From an optimization exercise on the open Yosys and OpenROAD flow, aimed at small area, a short achievable clock period and few clock cycles per item; shortcuts taken in it are not production practice.

==> flow/design.v <==
`timescale 1ns / 1ps
package adcd_pkg;
  localparam int CHANNELS    = 4;
  localparam int SAMPLE_BITS = 12;
  localparam int CFG_IDX_W = 3;
  localparam logic [CFG_IDX_W-1:0] REG_MIN_BASE = 3'd0;
  localparam logic [CFG_IDX_W-1:0] REG_MAX      = 3'd4;
  localparam logic [CFG_IDX_W-1:0] REG_CENTER   = 3'd5;
  localparam logic [CFG_IDX_W-1:0] REG_DEAD     = 3'd6;
  localparam int MAX_RESET    = 3000;
  localparam int CENTER_RESET = 2048;
  localparam int DEAD_RESET   = 200;
  function automatic int min_reset(input int ch);
    case (ch)
      0, 1:    min_reset = 8;
      2, 3:    min_reset = 7;
      default: min_reset = 0;
    endcase
  endfunction
  localparam int DIV_STEPS = 6;
  localparam logic [DIV_STEPS:0] DIV_REGS = 7'b111_1111;
  localparam bit IN_REG = 1'b1;
  localparam int K_SHARE = 6;
  function automatic int num_regs(input logic [DIV_STEPS:0] m);
    num_regs = 0;
    for (int i = 0; i <= DIV_STEPS; i++) num_regs = num_regs + int'(m[i]);
  endfunction
  localparam int DIV_STAGES  = num_regs(DIV_REGS);
  localparam int PIPE_STAGES = DIV_STAGES + int'(IN_REG);
endpackage
`timescale 1ns / 1ps
module adcd_lane #(
  parameter int SAMPLE_BITS = adcd_pkg::SAMPLE_BITS
) (
  input  logic                    clk_i,
  input  logic                    en_i,
  input  logic [SAMPLE_BITS-1:0]  raw_i,    
  input  logic [SAMPLE_BITS-1:0]  lo_i,
  input  logic [SAMPLE_BITS-1:0]  hi_i,
  output logic [SAMPLE_BITS-1:0]  quo_o     
);
  localparam int SB = SAMPLE_BITS;
  localparam int NSTEP = adcd_pkg::DIV_STEPS;
  localparam logic [NSTEP:0] REGS = adcd_pkg::DIV_REGS;
  localparam int NK = (NSTEP + adcd_pkg::K_SHARE - 1) / adcd_pkg::K_SHARE;
  logic [SB-1:0] dm1;
  logic          span;
  logic [SB-1:0] k1_q;
  logic          span_q;
  logic [SB+1:0] k3;
  assign {span, dm1} = {1'b0, hi_i} + {1'b0, ~lo_i};
  assign k3          = {2'b00, k1_q} + {1'b0, k1_q, 1'b0} + (SB+2)'(2);
  always_ff @(posedge clk_i) begin
    k1_q   <= dm1;
    span_q <= span;
  end
  logic [NK-1:0][SB-1:0] k1c_q;
  logic [NK-1:0][SB+1:0] k3c_q;
  always_ff @(posedge clk_i) begin
    k1c_q <= {k1c_q[NK-2:0], dm1};
    k3c_q <= {k3c_q[NK-2:0], k3};
  end
  logic [SB-1:0] d1;
  logic          raw_gt_lo;
  logic          raw_ge_hi;
  logic          zero;
  logic [SB-1:0] rem0, low0;
  assign {raw_gt_lo, d1} = {1'b0, raw_i} + {1'b0, ~lo_i};
  assign raw_ge_hi       = (raw_i >= hi_i);
  assign zero            = !raw_gt_lo || !span_q;
  always_comb begin
    if (zero) begin
      rem0 = '0;
      low0 = '0;
    end else if (raw_ge_hi) begin
      rem0 = k1_q;
      low0 = ~k1_q;
    end else begin
      rem0 = d1;
      low0 = ~d1;
    end
  end
  logic [NSTEP:0][SB-1:0] rem_c, nq_c;    
  logic [NSTEP:0][SB-1:0] rem_p, nq_p;    
  assign rem_c[0] = rem0;
  assign nq_c[0]  = low0;
  for (genvar j = 0; j <= NSTEP; j++) begin : g_pos
    if (REGS[j]) begin : g_reg
      logic [SB-1:0] nq_r;
      always_ff @(posedge clk_i) begin
        if (en_i) nq_r <= nq_c[j];
      end
      assign nq_p[j] = nq_r;
      if (j < NSTEP) begin : g_rem
        logic [SB-1:0] rem_r;
        always_ff @(posedge clk_i) begin
          if (en_i) rem_r <= rem_c[j];
        end
        assign rem_p[j] = rem_r;
      end else begin : g_norem
        assign rem_p[j] = '0;
      end
    end else begin : g_wire
      assign rem_p[j] = rem_c[j];
      assign nq_p[j]  = nq_c[j];
    end
    if (j < NSTEP) begin : g_step
      logic [SB+1:0] x, s1, s2, s3;
      logic          c1, c2, c3;
      logic [SB-1:0] k1;
      logic [SB+1:0] k3s;
      assign k1  = k1c_q[j / adcd_pkg::K_SHARE];
      assign k3s = k3c_q[j / adcd_pkg::K_SHARE];
      assign x        = {rem_p[j], nq_p[j][SB-1:SB-2]};
      assign {c1, s1} = {1'b0, x} + {1'b0, ~{2'b00, k1}};
      assign {c2, s2} = {1'b0, x} + {1'b0, ~{1'b0, k1, 1'b1}};
      assign {c3, s3} = {1'b0, x} + {1'b0, ~k3s};
      always_comb begin
        if (c3)      rem_c[j+1] = s3[SB-1:0];
        else if (c2) rem_c[j+1] = s2[SB-1:0];
        else if (c1) rem_c[j+1] = s1[SB-1:0];
        else         rem_c[j+1] = x[SB-1:0];
      end
      assign nq_c[j+1] = {nq_p[j][SB-3:0], c2, c3 || (c1 && !c2)};
    end
  end
  assign quo_o = nq_p[NSTEP];
endmodule
`timescale 1ns / 1ps
module adcd_merge #(
  parameter int SAMPLE_BITS = adcd_pkg::SAMPLE_BITS
) (
  input  logic                                           clk_i,
  input  logic                                           rst_ni,
  input  logic [SAMPLE_BITS-1:0]                         center_i,
  input  logic [SAMPLE_BITS-1:0]                         dead_i,
  input  logic                                           valid_i,    
  input  logic [adcd_pkg::CHANNELS-1:0][SAMPLE_BITS-1:0] scaled_i,
  input  logic                                           out_stall_i,
  output logic                                           run_o,
  output logic                                           stall_o,
  output logic                                           out_valid_o,
  output logic [adcd_pkg::CHANNELS-1:0][SAMPLE_BITS-1:0] scaled_o,
  output logic                                           active_o,
  output logic                                           neutral_event_o
);
  localparam int SB = SAMPLE_BITS;
  localparam int CH = adcd_pkg::CHANNELS;
  localparam int W  = CH * SB + 2;
  logic [SB:0]   upper_q;
  logic [SB-1:0] lower_q;
  logic          lower_ok_q;
  always_ff @(posedge clk_i) begin
    upper_q    <= {1'b0, center_i} + {1'b0, dead_i};
    lower_q    <= center_i - dead_i;
    lower_ok_q <= (center_i > dead_i);
  end
  logic [CH-1:0] over;
  for (genvar ch = 0; ch < CH; ch++) begin : g_over
    assign over[ch] = ({1'b0, scaled_i[ch]} > upper_q) ||
                      (lower_ok_q && (scaled_i[ch] < lower_q));
  end
  logic run_q, stall_q, ov_q, sv_q, idle_seen_q;
  logic ov_d, sv_d;
  logic act, evt, inc, pop;
  logic [W-1:0] res, o_q, s_q;
  assign act = |over;
  assign evt = !act && !idle_seen_q;
  assign res = {scaled_i, act, evt};
  assign inc = run_q && valid_i;
  assign pop = ov_q && !out_stall_i;
  always_comb begin
    if (!ov_q) begin
      ov_d = inc;
      sv_d = 1'b0;
    end else if (pop) begin
      ov_d = sv_q || inc;
      sv_d = sv_q && inc;
    end else begin
      ov_d = 1'b1;
      sv_d = sv_q || inc;
    end
  end
  always_ff @(posedge clk_i or negedge rst_ni) begin
    if (!rst_ni) begin
      run_q       <= 1'b1;
      stall_q     <= 1'b0;
      ov_q        <= 1'b0;
      sv_q        <= 1'b0;
      idle_seen_q <= 1'b0;
    end else begin
      run_q   <= !sv_d;
      stall_q <= sv_d;
      ov_q    <= ov_d;
      sv_q    <= sv_d;
      if (inc) idle_seen_q <= !act;
    end
  end
  always_ff @(posedge clk_i) begin
    if (!ov_q || pop) o_q <= (sv_q ? s_q : res);
    if (ov_q && (pop ? sv_q : !sv_q)) s_q <= res;
  end
  assign run_o           = run_q;
  assign stall_o         = stall_q;
  assign out_valid_o     = ov_q;
  assign active_o        = o_q[1];
  assign neutral_event_o = o_q[0];
  for (genvar ch = 0; ch < CH; ch++) begin : g_out
    assign scaled_o[ch] = o_q[2 + ch*SB +: SB];
  end
endmodule
`timescale 1ns / 1ps
module adc_calibrate_deadzone_detect #(
  parameter int SAMPLE_BITS = adcd_pkg::SAMPLE_BITS
) (
  input  logic                           clk_i,
  input  logic                           rst_ni,
  input  logic                           cfg_we_i,
  input  logic [adcd_pkg::CFG_IDX_W-1:0] cfg_idx_i,
  input  logic [SAMPLE_BITS-1:0]         cfg_data_i,
  input  logic                           in_valid_i,
  output logic                           in_stall_o,
  input  logic [SAMPLE_BITS-1:0]         sample_ch0_i,
  input  logic [SAMPLE_BITS-1:0]         sample_ch1_i,
  input  logic [SAMPLE_BITS-1:0]         sample_ch2_i,
  input  logic [SAMPLE_BITS-1:0]         sample_ch3_i,
  output logic                           out_valid_o,
  input  logic                           out_stall_i,
  output logic [SAMPLE_BITS-1:0]         scaled_ch0_o,
  output logic [SAMPLE_BITS-1:0]         scaled_ch1_o,
  output logic [SAMPLE_BITS-1:0]         scaled_ch2_o,
  output logic [SAMPLE_BITS-1:0]         scaled_ch3_o,
  output logic                           active_o,
  output logic                           neutral_event_o
);
  localparam int CH = adcd_pkg::CHANNELS;
  localparam int NS = adcd_pkg::PIPE_STAGES;
  logic [CH-1:0][SAMPLE_BITS-1:0] min_q;
  logic [SAMPLE_BITS-1:0]         max_q;
  logic [SAMPLE_BITS-1:0]         center_q;
  logic [SAMPLE_BITS-1:0]         dead_q;
  for (genvar ch = 0; ch < CH; ch++) begin : g_min
    always_ff @(posedge clk_i or negedge rst_ni) begin
      if (!rst_ni) begin
        min_q[ch] <= SAMPLE_BITS'(adcd_pkg::min_reset(ch));
      end else if (cfg_we_i &&
                   cfg_idx_i == adcd_pkg::REG_MIN_BASE + adcd_pkg::CFG_IDX_W'(ch)) begin
        min_q[ch] <= cfg_data_i;
      end
    end
  end
  always_ff @(posedge clk_i or negedge rst_ni) begin
    if (!rst_ni) begin
      max_q    <= SAMPLE_BITS'(adcd_pkg::MAX_RESET);
      center_q <= SAMPLE_BITS'(adcd_pkg::CENTER_RESET);
      dead_q   <= SAMPLE_BITS'(adcd_pkg::DEAD_RESET);
    end else if (cfg_we_i) begin
      case (cfg_idx_i)
        adcd_pkg::REG_MAX:    max_q    <= cfg_data_i;
        adcd_pkg::REG_CENTER: center_q <= cfg_data_i;
        adcd_pkg::REG_DEAD:   dead_q   <= cfg_data_i;
        default: ;
      endcase
    end
  end
  logic                           run;
  logic [CH-1:0][SAMPLE_BITS-1:0] raw_q;
  logic [NS-1:0]                  valid_q;
  if (adcd_pkg::IN_REG) begin : g_in_reg
    always_ff @(posedge clk_i) begin
      if (run) begin
        raw_q[0] <= sample_ch0_i;
        raw_q[1] <= sample_ch1_i;
        raw_q[2] <= sample_ch2_i;
        raw_q[3] <= sample_ch3_i;
      end
    end
  end else begin : g_in_wire
    assign raw_q[0] = sample_ch0_i;
    assign raw_q[1] = sample_ch1_i;
    assign raw_q[2] = sample_ch2_i;
    assign raw_q[3] = sample_ch3_i;
  end
  always_ff @(posedge clk_i or negedge rst_ni) begin
    if (!rst_ni) begin
      valid_q <= '0;
    end else if (run) begin
      valid_q <= NS'({valid_q, in_valid_i});
    end
  end
  logic [CH-1:0][SAMPLE_BITS-1:0] lane_scaled;
  for (genvar ch = 0; ch < CH; ch++) begin : g_lane
    adcd_lane #(
      .SAMPLE_BITS(SAMPLE_BITS)
    ) u_lane (
      .clk_i (clk_i),
      .en_i  (run),
      .raw_i (raw_q[ch]),
      .lo_i  (min_q[ch]),
      .hi_i  (max_q),
      .quo_o (lane_scaled[ch])
    );
  end
  logic [CH-1:0][SAMPLE_BITS-1:0] out_scaled;
  adcd_merge #(
    .SAMPLE_BITS(SAMPLE_BITS)
  ) u_merge (
    .clk_i          (clk_i),
    .rst_ni         (rst_ni),
    .center_i       (center_q),
    .dead_i         (dead_q),
    .valid_i        (valid_q[NS-1]),
    .scaled_i       (lane_scaled),
    .out_stall_i    (out_stall_i),
    .run_o          (run),
    .stall_o        (in_stall_o),
    .out_valid_o    (out_valid_o),
    .scaled_o       (out_scaled),
    .active_o       (active_o),
    .neutral_event_o(neutral_event_o)
  );
  assign scaled_ch0_o = out_scaled[0];
  assign scaled_ch1_o = out_scaled[1];
  assign scaled_ch2_o = out_scaled[2];
  assign scaled_ch3_o = out_scaled[3];
endmodule
make LEC_CHECK=0 CAP_MARGIN=20 CORE_MARGIN=2 CORE_UTILIZATION=50 SETUP_SLACK_MARGIN=3.3 SLEW_MARGIN=20 finish   # period 6.0 ns
run.sh (not shown) runs the stock make flow with config.mk's settings and CLKGATE_MAP_FILE= SYNTH_SCRIPT=/design/flow/synth_recipe.tcl, a recipe that flattens the netlist after the stock synthesis.
Then changed:
--- a/flow/design.v
+++ b/flow/design.v
@@ -21,5 +21,5 @@
   localparam logic [DIV_STEPS:0] DIV_REGS = 7'b111_1111;
   localparam bit IN_REG = 1'b1;
-  localparam int K_SHARE = 6;
+  localparam int K_SHARE = 3;
   function automatic int num_regs(input logic [DIV_STEPS:0] m);
     num_regs = 0;
@@ -55,9 +55,15 @@
     span_q <= span;
   end
-  logic [NK-1:0][SB-1:0] k1c_q;
-  logic [NK-1:0][SB+1:0] k3c_q;
+  logic [NK-1:0][SB-1:0] nk1_q;
+  logic [NK-1:0][SB+1:0] nk3_q;
   always_ff @(posedge clk_i) begin
-    k1c_q <= {k1c_q[NK-2:0], dm1};
-    k3c_q <= {k3c_q[NK-2:0], k3};
+    nk1_q[0] <= ~dm1;
+    nk3_q[0] <= ~k3;
+  end
+  for (genvar i = 1; i < NK; i++) begin : g_kc
+    always_ff @(posedge clk_i) begin
+      nk1_q[i] <= nk1_q[i-1];
+      nk3_q[i] <= nk3_q[i-1];
+    end
   end
   logic [SB-1:0] d1;
@@ -75,5 +81,5 @@
     end else if (raw_ge_hi) begin
       rem0 = k1_q;
-      low0 = ~k1_q;
+      low0 = nk1_q[0];
     end else begin
       rem0 = d1;
@@ -108,18 +114,19 @@
       logic [SB+1:0] x, s1, s2, s3;
       logic          c1, c2, c3;
-      logic [SB-1:0] k1;
-      logic [SB+1:0] k3s;
-      assign k1  = k1c_q[j / adcd_pkg::K_SHARE];
-      assign k3s = k3c_q[j / adcd_pkg::K_SHARE];
+      logic [SB-1:0] nk1;
+      logic [SB+1:0] nk3;
+      logic          h0, h1, h2, h3;
+      assign nk1      = nk1_q[j / adcd_pkg::K_SHARE];
+      assign nk3      = nk3_q[j / adcd_pkg::K_SHARE];
       assign x        = {rem_p[j], nq_p[j][SB-1:SB-2]};
-      assign {c1, s1} = {1'b0, x} + {1'b0, ~{2'b00, k1}};
-      assign {c2, s2} = {1'b0, x} + {1'b0, ~{1'b0, k1, 1'b1}};
-      assign {c3, s3} = {1'b0, x} + {1'b0, ~k3s};
-      always_comb begin
-        if (c3)      rem_c[j+1] = s3[SB-1:0];
-        else if (c2) rem_c[j+1] = s2[SB-1:0];
-        else if (c1) rem_c[j+1] = s1[SB-1:0];
-        else         rem_c[j+1] = x[SB-1:0];
-      end
+      assign {c1, s1} = {1'b0, x} + {3'b011, nk1};
+      assign {c2, s2} = {1'b0, x} + {2'b01, nk1, 1'b0};
+      assign {c3, s3} = {1'b0, x} + {1'b0, nk3};
+      assign h3 = c3;
+      assign h2 = c2 && !c3;
+      assign h1 = c1 && !c2;
+      assign h0 = !c1;
+      assign rem_c[j+1] = ({SB{h3}} & s3[SB-1:0]) | ({SB{h2}} & s2[SB-1:0]) |
+                          ({SB{h1}} & s1[SB-1:0]) | ({SB{h0}} & x[SB-1:0]);
       assign nq_c[j+1] = {nq_p[j][SB-3:0], c2, c3 || (c1 && !c2)};
     end
Outcome: Via count drops by a few percent. Hold slack hardly moves. Routed wire length drops by a few percent. Final area decreases by a few percent. Die area goes down slightly. Synthesized cell count went down by a few percent. Worst setup slack gets worse by 0.0080 ns. Non-clock buffer count shrinks by 256.
No run of this note included a check of the RTL's function; only the layout flow was run.

## re-timing with driven ports
In the flow no input, the clock included, has a driving cell. The finished layouts below were timed again as built, in two steps.
Step 1 sets driving cells, clkbuf_16 on the clock port and buf_2 on the other inputs (assumed; they add their load-dependent delay and slew).
Step 2 times the ports against the registers' clock, not the clock port: input delays grow and output delays shrink by t, the midpoint of the rising clock arrivals with the driver on.
a / b / c = ideal ports / drivers / drivers and shift; a / b = the first two.
| run | t (ns) | setup WS [ns] | worst register clock-pin slew, ns |
|---|---|---|---|
| the first run | 0.862 | 2.879 / 2.879 / 2.520 | 0.07 / 0.07 |
| the second run | 0.866 | 2.871 / 2.871 / 2.811 | 0.07 / 0.07 |
After both steps every run listed still meets setup and hold. The setup slack of the first run, which loses most, moves by 0.000 ns with the drivers and by -0.359 ns with both steps.
